What follows belongs to an exercise in optimizing a design on an open flow for a short achievable clock period, few clock cycles and low power; a production flow would make more cautious choices.
In this exercise RTL edits were held to simulation tests only and were not proved equivalent to the original.
No activity file was given, so power comes from the tool's default toggle rates.

Design core_top, start of the top module:
module core_top #(
    parameter logic [cpu_pkg::PADDR_W-1:0] CODE_BASE   = '0,
    parameter logic [cpu_pkg::PADDR_W-1:0] DATA_BASE   = 20'h01000,
    parameter logic [cpu_pkg::PADDR_W-1:0] STACK_BASE  = 20'h02000,
    parameter logic [cpu_pkg::WORD_W-1:0]  SP_INIT     = 16'h0100,
    parameter int                          QUEUE_DEPTH = 4
) (
    input  logic                        clk,
    input  logic                        rst,
    output logic [cpu_pkg::PADDR_W-1:0] rom_addr,
    input  logic [cpu_pkg::BYTE_W-1:0]  rom_data,
    output logic                        mem_en,
    output logic                        mem_we,
    output logic [cpu_pkg::PADDR_W-1:0] mem_addr,
    output logic [cpu_pkg::WORD_W-1:0]  mem_wdata,
    input  logic [cpu_pkg::WORD_W-1:0]  mem_rdata,
    output logic                        halted
);
    localparam int PC_W = 12;
    localparam int MA_W = 17;
    localparam logic [2:0] S_OP    = 3'd0;
    localparam logic [2:0] S_MODRM = 3'd1;
    localparam logic [2:0] S_D1    = 3'd2;
    localparam logic [2:0] S_D2    = 3'd3;
    localparam logic [2:0] S_HALT  = 3'd4;
    localparam logic [2:0] K_IMM  = 3'd1;
    localparam logic [2:0] K_RR   = 3'd2;
    localparam logic [2:0] K_LD   = 3'd3;
    localparam logic [2:0] K_ST   = 3'd4;
    localparam logic [2:0] K_PUSH = 3'd5;
    localparam logic [2:0] K_POP  = 3'd6;
    logic [PC_W-1:0]    pc;
    logic [2:0]         st;
    logic               run;
    logic               f_two;      
    logic               f_sext;     
    logic               f_opd;      
  ...
Size in the first run: ~1500 cells after synthesis, ~15000 sq um of cells after synthesis.
==> flow/config.mk <==
export PLATFORM = sky130hd
export DESIGN_NAME = core_top
export DESIGN_NICKNAME = core_top
export VERILOG_FILES = /design/flow/design.v
export SDC_FILE = /design/flow/constraint.sdc
export NUM_CORES = 4
export LEC_CHECK = 0
export CAP_MARGIN = 20
export CORE_MARGIN = 2
export CORE_UTILIZATION = 65
export GPL_TIMING_DRIVEN = 1
export PLACE_DENSITY = 0.75
export SETUP_SLACK_MARGIN = 5
export SLEW_MARGIN = 20
==> flow/constraint.sdc <==
create_clock -name core_clock -period 8.0 [get_ports {clk}]
set_input_delay 1.6000 -clock core_clock [delete_from_list [all_inputs] [get_ports {clk}]]
set_output_delay 1.6000 -clock core_clock [all_outputs]
set_load 0.01 [all_outputs]
standard.sh (not shown) runs the stock make flow with config.mk's settings and CLKGATE_MAP_FILE= SYNTH_SCRIPT=/design/flow/synth_recipe.tcl, a recipe that flattens the netlist after the stock synthesis.
==> flow/flow/run.sh <==
#!/bin/bash
# Layout flow: the standard flow (standard.sh), with these changes after
# synthesis, which is run unchanged:
#  - the resizer may swap a cell for one of another footprint
#    (MATCH_CELL_FOOTPRINT=0; the platform sets 1), so repair_timing can
#    upsize gates and buffers;
#  - the port buffers that global placement inserts are buf_4 cells rather
#    than the resizer's default (a delay buffer);
#  - clock tree synthesis clusters up to 24 flip-flops within 90 um per leaf
#    buffer and adds no dummy loads.
# Each step's full output goes to a log file in the work folder; ORFS's own
# per-step logs are under orfs/logs.
set -euo pipefail
bash standard.sh synth > flow_synth.log 2>&1
bash standard.sh MATCH_CELL_FOOTPRINT=0 \
    "BUFFER_PORTS_ARGS=-buffer_cell sky130_fd_sc_hd__buf_4" \
    "CTS_ARGS=-sink_clustering_enable -repair_clock_nets -sink_clustering_size 24 -sink_clustering_max_diameter 90 -dont_use_dummy_load" \
    finish > flow_layout.log 2>&1
The baseline completed without violations.
Testbench counts at the start, summed over its fixed seeds: cycles 31,386.
Then changed:
Settings changed: GPL_TIMING_DRIVEN 1 to default, SETUP_SLACK_MARGIN 5 to 4.7.
After rerunning: Cell count hardly moves. Sequential cell count is unchanged. Synthesized area is unchanged. Via count fell by 0.98%. First-iteration DRC count fell by 2.0%. Synthesized cell count is unchanged. Die area does not change. Core utilization fell by 1.0 points. Power is about the same. Sequential power is about the same. Setup slack got worse by 0.085 ns.
Then changed:
Settings changed: SETUP_SLACK_MARGIN 4.7 to 5.
=> Critical path depth is higher by 5. Sequential cell count does not change. Global-route usage fell by 0.20 points. Power hardly moves. Area after synthesis does not change. Wire length falls slightly.
Then changed:
Settings changed: CORE_UTILIZATION 65 to 75, PLACE_DENSITY 0.75 to 0.85.
Clock power grows by a few percent.
Clock skew grows by 0.017 ns.
Sequential cell count does not change.
First-iteration DRC count grows by well over a third.

-- static timing again, ports no longer ideal --
Ports are ideal in the flow. The routed layouts listed here were re-timed in OpenROAD.
Step 1 (the two cells are an assumption about what drives the block):
set clk [get_ports {clk}]
set_driving_cell -lib_cell sky130_fd_sc_hd__clkbuf_16 $clk
set_driving_cell -lib_cell sky130_fd_sc_hd__buf_2 [delete_from_list [all_inputs] $clk]
Step 2 moves the port delays by t, midway between the first and last clock arrival at a register: inputs arrive t later, outputs are due t later. That takes back most of the time a late clock gives input paths.
Slacks: ideal / step 1 / step 2; pairs: ideal / step 1.
run | t (ns) | slack for setup (ns) | worst data-port slew with drivers (ns) | cell pins on the clock port's net
the first run | 0.532 | 4.707 / 4.707 / 4.450 | 0.04 | 1
the second run | 0.530 | 4.622 / 4.622 / 4.405 | 0.04 | 1
the third run | 0.532 | 4.707 / 4.707 / 4.450 | 0.04 | 1
the fourth run | 0.534 | 4.572 / 4.572 / 4.477 | 0.04 | 1
After both steps every run listed still meets setup and hold.
